What follows belongs to an exercise in optimizing a design on an open flow for small area, a short achievable clock period and few clock cycles per item; a production flow would make more cautious choices.
In this exercise RTL edits were held to simulation tests only and were not proved equivalent to the original.
Power is estimated from default activity; no workload was simulated.

==> try-yarrow: inputs <==
## redmule_mx_encoder
module redmule_mx_encoder #(
  parameter int DATA_W = 256,
  parameter int BITW = 16,
  parameter int NUM_LANES = 8
) (
  input logic clk_i,
  input logic rst_i,
  input logic fp16_valid_i,
  output logic fp16_ready_o,
  input logic [NUM_LANES*BITW-1:0] fp16_data_i,
  output logic mx_val_valid_o,
  input logic mx_val_ready_i,
  output logic [DATA_W-1:0] mx_val_data_o,
  output logic mx_exp_valid_o,
  input logic mx_exp_ready_i,
  output logic [7:0] mx_exp_data_o
);
Settings: LEC_CHECK=0, CAP_MARGIN=20, CORE_MARGIN=2, CORE_UTILIZATION=62, CTS_CLUSTER_DIAMETER=150, CTS_CLUSTER_SIZE=25, PLACE_DENSITY=0.72, SLEW_MARGIN=20, SYNTH_HIERARCHICAL=1; clock period 55.0 ns.
standard.sh (not shown) runs the stock make flow with config.mk's settings and CLKGATE_MAP_FILE= SYNTH_SCRIPT=/design/flow/synth_recipe.tcl, a recipe that flattens the netlist after the stock synthesis.
==> flow/flow/run.sh <==
#!/bin/bash
# Own layout flow: the standard ORFS flow, with these changes:
#  - synthesis is the standard flow's own script (synth_recipe.tcl) with yosys's generic "abc -fast" pass
#    skipped (SYNTH_ARGS=-noabc) and the final ABC mapping script replaced: flow/abc_leaf.script
#    for the small combinational modules, flow/abc_top.script for the top module. Registers and
#    their names are untouched by either change;
#  - the port buffers are sky130_fd_sc_hd__buf_2 instead of the default choice, and the output
#    ports' buffers become sky130_fd_sc_hd__buf_1 after global placement (flow/post_gpl.tcl);
#  - repair_timing aims for a setup margin of flow/margin.txt ns.
# ORFS writes each step's log under orfs/logs; make's own output goes to make.log here.
set -euo pipefail
W=$PWD
FL=$W/flow
RES=$W/orfs/results/$FLOW_PLATFORM/redmule_mx_encoder/base
MARGIN=$(cat $FL/margin.txt)
cat > $W/own_synth.tcl <<EOT
proc abc {args} {
  set i [lsearch -exact \$args -script]
  set leaf \$args
  lset leaf [expr {\$i + 1}] $FL/abc_leaf.script
  set top \$args
  lset top [expr {\$i + 1}] $FL/abc_top.script
  yosys abc {*}\$leaf redmule_mx_enc redmule_mx_norm
  yosys abc {*}\$top $FLOW_TOP
}
source $W/synth_recipe.tcl
EOT
export BUFFER_PORTS_ARGS="-buffer_cell sky130_fd_sc_hd__buf_2"
export SETUP_SLACK_MARGIN=$MARGIN
export SYNTH_ARGS=-noabc
if [[ -f $FL/post_gpl.tcl ]]; then export POST_GLOBAL_PLACE_TCL=$FL/post_gpl.tcl; fi
make -C $FLOW_HOME DESIGN_CONFIG=$W/config.mk WORK_HOME=$W/orfs CLKGATE_MAP_FILE= \
  SYNTH_SCRIPT=$W/own_synth.tcl "BUFFER_PORTS_ARGS=$BUFFER_PORTS_ARGS" \
  SETUP_SLACK_MARGIN=$MARGIN SYNTH_ARGS=-noabc finish > $W/make.log 2>&1
: # left out here: write the final layout as DEF
==> flow/flow/abc_leaf.script <==
&get -n
&st
&deepsyn -J 300 -T 900
&st
&dch -f
&nf -R 1000
&put
==> flow/flow/abc_top.script <==
&get -n
&st
&deepsyn -J 300 -T 900
&st
&dch -f
&nf -R 1000
&put
==> flow/flow/margin.txt <==
42.5
==> flow/flow/post_gpl.tcl <==
# The output ports drive only their 0.01 pF load: give their buffers the smallest drive.
set n 0
foreach bt [[ord::get_db_block] getBTerms] {
  if {[$bt getIoType] ne "OUTPUT"} continue
  foreach it [[$bt getNet] getITerms] {
    if {![$it isOutputSignal]} continue
    set inst [$it getInst]
    if {[[$inst getMaster] getName] eq "sky130_fd_sc_hd__buf_2"} {
      replace_cell [get_cells [$inst getName]] sky130_fd_sc_hd__buf_1
      incr n
    }
  }
}
puts "post_gpl: $n output port buffers set to sky130_fd_sc_hd__buf_1"
==> try-quartz: changes against try-yarrow <==
==> flow/flow/run.sh (replaced) <==
#!/bin/bash
# Own layout flow: the standard ORFS flow, with these changes:
#  - synthesis is the standard flow's own script (synth_recipe.tcl) with yosys's generic "abc -fast" pass
#    skipped (SYNTH_ARGS=-noabc) and the final ABC mapping script replaced: flow/abc_leaf.script
#    for the small combinational modules, flow/abc_top.script for the top module. Registers and
#    their names are untouched by either change;
#  - the port buffers are sky130_fd_sc_hd__buf_2 instead of the default choice;
#  - repair_timing aims for a setup margin of flow/margin.txt ns.
# ORFS writes each step's log under orfs/logs; make's own output goes to make.log here.
set -euo pipefail
W=$PWD
FL=$W/flow
RES=$W/orfs/results/$FLOW_PLATFORM/redmule_mx_encoder/base
MARGIN=$(cat $FL/margin.txt)
cat > $W/own_synth.tcl <<EOT
proc abc {args} {
  set i [lsearch -exact \$args -script]
  set leaf \$args
  lset leaf [expr {\$i + 1}] $FL/abc_leaf.script
  set top \$args
  lset top [expr {\$i + 1}] $FL/abc_top.script
  yosys abc {*}\$leaf redmule_mx_enc redmule_mx_norm
  yosys abc {*}\$top $FLOW_TOP
}
source $W/synth_recipe.tcl
EOT
export BUFFER_PORTS_ARGS="-buffer_cell sky130_fd_sc_hd__buf_2"
export SETUP_SLACK_MARGIN=$MARGIN
export SYNTH_ARGS=-noabc
make -C $FLOW_HOME DESIGN_CONFIG=$W/config.mk WORK_HOME=$W/orfs CLKGATE_MAP_FILE= \
  SYNTH_SCRIPT=$W/own_synth.tcl "BUFFER_PORTS_ARGS=$BUFFER_PORTS_ARGS" \
  SETUP_SLACK_MARGIN=$MARGIN SYNTH_ARGS=-noabc finish > $W/make.log 2>&1
: # left out here: write the final layout as DEF
==> flow/flow/abc_leaf.script (replaced) <==
&get -n
&st
&deepsyn -T 60
&st
&dch -f
&nf -R 1000
&put
==> flow/flow/abc_top.script (replaced) <==
&get -n
&st
&dch -f
&nf -R 1000
&st
&syn2
&dch -f
&nf -R 1000
&st
&syn2
&dch -f
&nf -R 1000
&put
Settings changed: CORE_UTILIZATION 62 to 40, CTS_CLUSTER_DIAMETER 150 to unset, CTS_CLUSTER_SIZE 25 to unset, PLACE_DENSITY 0.72 to 0.5.
removed: flow/flow/post_gpl.tcl
==> try-raven: changes against try-yarrow <==
==> flow/flow/margin.txt (replaced) <==
42.4
Settings changed: CORE_UTILIZATION 62 to 55, PLACE_DENSITY 0.72 to 0.65.
==> try-delta: changes against try-yarrow <==
--- a/flow/design.v
+++ b/flow/design.v
@@ -30,15 +30,15 @@
   input logic [11:0] el_i,
   input logic [5:0] kn_i,
   output logic [7:0] q_o
 );
   logic [4:0] f, g;
   logic [5:0] k, j;
   logic [6:0] cy;
-  logic co, rnd, nrm, sat, s0, s1, s2, s3, nz, r0, r1, t0, t1;
+  logic co, rnd, nrm, sat, s0, s1, s2, s3, nz;
   logic [2:0] r;
   logic [3:0] sub;
   logic [6:0] c;
   assign f = el_i[4:0];
   assign k = el_i[10:5];
   assign co = &f[4:1];
   assign cy[0] = co;
@@ -55,22 +55,21 @@
   assign nz = |j[3:0];
   assign nrm = (j[5] && j[4] && nz) || (j == 6'd0);
   assign sat = (j == 6'd0) || (&j[3:0] && &r);
   assign s0 = j == 6'd48;
   assign s1 = j == 6'd47;
   assign s2 = j == 6'd46;
   assign s3 = j == 6'd45;
-  assign r0 = g[2] & (g[1] | g[0] | g[3]);
-  assign r1 = g[3] & (g[2] | g[1] | g[0] | g[4]);
-  assign t0 = g[4] & g[3] & r0;
-  assign t1 = g[4] & r1;
-  assign sub[3] = s0 & t0;
-  assign sub[2] = (s0 & !t0) | (s1 & t1);
-  assign sub[1] = (s0 & (g[4] ^ (g[3] & r0))) | (s1 & !t1) | (s2 & g[4]);
-  assign sub[0] = (s0 & (g[3] ^ r0)) | (s1 & (g[4] ^ r1)) | (s2 & !g[4]) | (s3 & |g);
+  always_comb begin
+    sub = 4'd0;
+    if (s0) sub = 4'd4 + 4'(g[4:3]) + 4'(g[2] & (g[1] | g[0] | g[3]));
+    if (s1) sub = 4'd2 + 4'(g[4]) + 4'(g[3] & ((|g[2:0]) | g[4]));
+    if (s2) sub = 4'd1 + 4'(g[4]);
+    if (s3) sub = 4'(|g);
+  end
   assign c[6:3] = nrm ? (j[3:0] | {4{sat}}) : {3'b000, sub[3]};
   assign c[2:0] = nrm ? (sat ? 3'b110 : r) : sub[2:0];
   assign q_o = {el_i[11], c};
 endmodule
 module redmule_mx_encoder #(
   parameter int DATA_W = 256,
   parameter int BITW = 16,
@@ -90,58 +89,57 @@
 );
   localparam int EW = 12;
   logic [NUM_LANES*EW-1:0] w_norm;
   logic [NUM_LANES*EW-1:0] r_c, r_d;
   logic [127:0] r_a, r_b;
   logic [EW-1:0] w_el [32];
   logic [255:0] w_enc;
-  logic [5:0] r_km, w_kmax, w_kn;
-  logic [47:0] w_kl, r_kl;
-  logic r_klv;
+  logic [5:0] r_kmax3, w_kmax3, w_kmax, w_kn;
+  logic [23:0] w_col3 [6];
+  logic [23:0] w_alive3 [7];
   logic [8:0] w_col [6];
   logic [8:0] w_alive [7];
   logic w_special;
   logic [1:0] r_cnt, w_cnt;
   logic r_full, w_full, r_rdy, w_rdy, r_val_v, w_val_v, r_exp_v, w_exp_v;
   logic [7:0] r_exp;
-  logic w_acc, w_go, w_lda, w_ldb, w_hda, w_hdb;
+  logic w_acc, w_go;
   for (genvar l = 0; l < NUM_LANES; l++) begin : g_norm
     redmule_mx_norm u_norm (.x_i(fp16_data_i[BITW*l +: BITW]), .el_o(w_norm[EW*l +: EW]));
-    assign w_kl[6*l +: 6] = w_norm[EW*l + 5 +: 6];
   end
   always_comb
     for (int l = 0; l < NUM_LANES; l++) begin
       w_el[l] = r_c[EW*l +: EW];
       w_el[8 + l] = r_d[EW*l +: EW];
       w_el[16 + l] = r_a[EW*l +: EW];
       w_el[24 + l] = r_b[EW*l +: EW];
     end
   always_comb
     for (int b = 0; b < 6; b++) begin
-      for (int i = 0; i < 8; i++) w_col[b][i] = r_kl[6*i + b] & r_klv;
-      w_col[b][8] = r_km[b];
+      for (int i = 0; i < 24; i++) w_col3[b][i] = w_el[i][5 + b];
+      for (int i = 0; i < 8; i++) w_col[b][i] = w_el[24 + i][5 + b];
+      w_col[b][8] = r_kmax3[b];
     end
+  assign w_alive3[6] = '1;
   assign w_alive[6] = '1;
   always_comb
     for (int b = 5; b >= 0; b--) begin
+      w_kmax3[b] = |(w_alive3[b + 1] & w_col3[b]);
+      w_alive3[b] = w_alive3[b + 1] & (w_col3[b] | {24{!w_kmax3[b]}});
       w_kmax[b] = |(w_alive[b + 1] & w_col[b]);
       w_alive[b] = w_alive[b + 1] & (w_col[b] | {9{!w_kmax[b]}});
     end
   assign w_special = &w_kmax;
   assign w_kn = w_kmax == 6'd0 ? 6'd16 : ~w_kmax;
   for (genvar i = 0; i < 32; i++) begin : g_enc
     logic [7:0] q;
     redmule_mx_enc u_enc (.el_i(w_el[i]), .kn_i(w_kn), .q_o(q));
     assign w_enc[8*i +: 8] = w_special ? 8'h7F : q;
   end
   assign w_acc = fp16_valid_i && r_rdy;
-  assign w_lda = r_rdy && r_cnt == 2'd2;
-  assign w_ldb = r_rdy && r_cnt == 2'd3;
-  assign w_hda = !(w_go || w_lda);
-  assign w_hdb = !(w_go || w_ldb);
   assign w_go = r_full && !r_exp_v;
   always_comb begin
     w_cnt = r_cnt + 2'(w_acc);
     w_full = (r_full && !w_go) || (w_acc && r_cnt == 2'd3);
     w_val_v = w_go || (r_val_v && !mx_val_ready_i);
     w_exp_v = w_go || (r_exp_v && !mx_exp_ready_i);
     case (w_cnt)
@@ -153,35 +151,32 @@
   always_ff @(posedge clk_i) begin
     if (rst_i) begin
       r_cnt <= '0;
       r_full <= 1'b0;
       r_rdy <= 1'b1;
       r_val_v <= 1'b0;
       r_exp_v <= 1'b0;
-      r_klv <= 1'b0;
-      r_km <= '0;
     end else begin
-      r_klv <= w_acc;
-      r_km <= w_go ? 6'd0 : w_kmax;
       r_cnt <= w_cnt;
       r_full <= w_full;
       r_rdy <= w_rdy;
       r_val_v <= w_val_v;
       r_exp_v <= w_exp_v;
     end
   end
   always_ff @(posedge clk_i) begin
-    r_kl <= w_kl;
+    r_kmax3 <= w_kmax3;
     if (r_rdy && r_cnt == 2'd0) r_c <= w_norm;
     if (r_rdy && r_cnt == 2'd1) r_d <= w_norm;
-    r_a[95:0] <= ({96{w_go}} & w_enc[95:0]) | ({96{w_lda}} & w_norm) | ({96{w_hda}} & r_a[95:0]);
-    r_b[95:0] <= ({96{w_go}} & w_enc[223:128]) | ({96{w_ldb}} & w_norm) | ({96{w_hdb}} & r_b[95:0]);
     if (w_go) begin
-      r_a[127:96] <= w_enc[127:96];
-      r_b[127:96] <= w_enc[255:224];
+      r_a <= w_enc[127:0];
+      r_b <= w_enc[255:128];
+    end else begin
+      if (r_rdy && r_cnt == 2'd2) r_a[NUM_LANES*EW-1:0] <= w_norm;
+      if (r_rdy && r_cnt == 2'd3) r_b[NUM_LANES*EW-1:0] <= w_norm;
     end
     if (w_go) r_exp <= w_special ? 8'hFF : w_kmax == 6'd0 ? 8'h00 : 8'(w_kmax) + 8'd72;
   end
   assign fp16_ready_o = r_rdy;
   assign mx_val_valid_o = r_val_v;
   assign mx_exp_valid_o = r_exp_v;
   assign mx_val_data_o = {r_b, r_a};
==> flow/flow/run.sh (replaced) <==
#!/bin/bash
# Own layout flow: the standard ORFS flow, with three changes:
#  - synthesis is the standard flow's own script (synth_recipe.tcl) with only the ABC mapping script
#    replaced by flow/abc.script; registers and their names are untouched;
#  - the port buffers are sky130_fd_sc_hd__buf_2 instead of the default choice;
#  - repair_timing aims for extra setup margin (FLOW_SETUP_MARGIN, ns).
# Each tool's output goes to the ORFS logs under orfs/logs and to make.log here.
set -euo pipefail
W=$PWD
FL=$W/flow
RES=$W/orfs/results/$FLOW_PLATFORM/redmule_mx_encoder/base
MARGIN=$(cat $FL/margin.txt 2>/dev/null || echo 0)
cat > $W/own_synth.tcl <<EOT
proc abc {args} {
  set i [lsearch -exact \$args -script]
  if {\$i >= 0} { lset args [expr {\$i + 1}] $FL/abc.script }
  yosys abc {*}\$args
}
source $W/synth_recipe.tcl
EOT
export BUFFER_PORTS_ARGS="-buffer_cell sky130_fd_sc_hd__buf_2"
export SETUP_SLACK_MARGIN=$MARGIN
make -C $FLOW_HOME DESIGN_CONFIG=$W/config.mk WORK_HOME=$W/orfs CLKGATE_MAP_FILE= \
  SYNTH_SCRIPT=$W/own_synth.tcl "BUFFER_PORTS_ARGS=$BUFFER_PORTS_ARGS" \
  SETUP_SLACK_MARGIN=$MARGIN finish > $W/make.log 2>&1
: # left out here: write the final layout as DEF
==> flow/flow/abc.script (new file) <==
&get -n
&st
&deepsyn -T 60
&st
&dch -f
&nf -R 1000
&put
Settings changed: CORE_UTILIZATION 62 to 40, CTS_CLUSTER_DIAMETER 150 to unset, CTS_CLUSTER_SIZE 25 to unset, PLACE_DENSITY 0.72 to 0.5.
removed: flow/flow/abc_leaf.script
removed: flow/flow/abc_top.script
removed: flow/flow/margin.txt
removed: flow/flow/post_gpl.tcl
==> notes <==
In combinational power, try-yarrow and try-raven hardly differ. Maximum frequency is about the same in try-raven and try-yarrow. In try-yarrow the synthesized cell count is higher than in try-delta, by about 3.5%. The highest count of clock-buffer cells in the layout belongs to try-quartz, the lowest to try-raven. Against try-delta, the sequential share of layout area of try-raven is lower by 0.27 points. Of try-delta and try-yarrow, try-yarrow has the higher clock skew (gap 20 ps). Sequential power, highest first: try-quartz, try-raven, try-yarrow, try-delta. Global-route usage, lowest first: try-quartz, try-delta, try-raven, try-yarrow.
==> figures <==
GRT met3 Usage: try-delta 5.27%; try-quartz 4.50%; try-yarrow 9.59%; try-raven 6.34%
Complex-gate fraction of the synthesized area: try-delta 25.9%; try-quartz 22.0%; try-yarrow 20.2%; try-raven 20.2%
Type of element launching the critical path: try-delta input pin; try-quartz flop; try-yarrow flop; try-raven input pin
Final Critical Period: try-delta 12770 ps; try-quartz 12440 ps; try-yarrow 12490 ps; try-raven 12510 ps
Flop+latch power: try-delta 481 uW; try-quartz 691 uW; try-yarrow 665 uW; try-raven 669 uW
Number of synthesized register bits: try-delta 468; try-quartz 517; try-yarrow 517; try-raven 517
Post-Synthesis Net Count: try-delta 3914; try-quartz 4090; try-yarrow 4072; try-raven 4072
Required time reported for the critical path endpoint: try-delta 55500 ps; try-quartz 44000 ps; try-yarrow 44000 ps; try-raven 55540 ps
Non-clock buffering overhead: try-delta 5.63%; try-quartz 5.88%; try-yarrow 5.31%; try-raven 5.11%
Clock power frac: try-delta 28.8%; try-quartz 18.7%; try-yarrow 10.7%; try-raven 10.9%
Cell-internal power: try-delta 869 uW; try-quartz 1.31 mW; try-yarrow 1.02 mW; try-raven 1.02 mW
Worst supply voltage drop on vdd: try-delta 22.6 uV; try-quartz 29.7 uV; try-yarrow 39.8 uV; try-raven 34.1 uV
Wire length of the first global-routing pass: try-delta 203000 um; try-quartz 195000 um; try-yarrow 174000 um; try-raven 178000 um
Relative slew margins: try-delta 26.4%; try-quartz 23.5%; try-yarrow 20.2%; try-raven 31.2%
Multi-input combinational area share: try-delta 46.6%; try-quartz 51.3%; try-yarrow 54.8%; try-raven 54.7%
Switching power share of the total: try-delta 38.7%; try-quartz 46.9%; try-yarrow 48.4%; try-raven 48.4%
Area used by sequential logic in the layout: try-delta 0.0139 mm^2; try-quartz 0.0130 mm^2; try-yarrow 0.0130 mm^2; try-raven 0.0130 mm^2
Outcome: try-delta timing/DRC/antenna clean; try-quartz timing/DRC/antenna clean; try-yarrow timing/DRC/antenna clean; try-raven timing/DRC/antenna clean
Testbench counts of try-yarrow, summed over its fixed seeds: cycles 2,064, blocks 512.
Testbench counts of try-quartz, summed over its fixed seeds: cycles 2,064, blocks 512.
Testbench counts of try-raven, summed over its fixed seeds: cycles 2,064, blocks 512.
Testbench counts of try-delta, summed over its fixed seeds: cycles 2,064, blocks 512.

-- what the ideal ports hide --
How much do the figures lean on ideal ports? The routed layouts below were timed once more, with nothing changed but the port constraints. Step 1, drivers: a clkbuf_16 drives clk_i and a buf_2 each remaining input, both assumed. Step 2 moves the port delays by t, midway between the first and last clock arrival at a register: inputs arrive t later, outputs are due t later. That takes back most of the time a late clock gives input paths. Three values: ideal, step 1, step 2; two values: the first two.
run	shift t [ns]	setup WS [ns]	clock arrival spread, ns	worst register clock-pin slew, ns	cell pins on the clock port's net
try-yarrow	0.667	42.511 / 42.447 / 41.917	0.039 / 0.039	0.11 / 0.11	1
try-quartz	0.673	42.559 / 42.493 / 41.977	0.031 / 0.031	0.06 / 0.06	1
try-raven	0.663	42.494 / 42.448 / 41.875	0.025 / 0.025	0.12 / 0.12	1
try-delta	0.698	42.227 / 42.278 / 41.580	0.019 / 0.020	0.07 / 0.07	1
After both steps every run listed still meets setup and hold. For try-delta, which loses most, drivers alone change the setup slack by +0.051 ns; drivers and shift together by -0.647 ns.
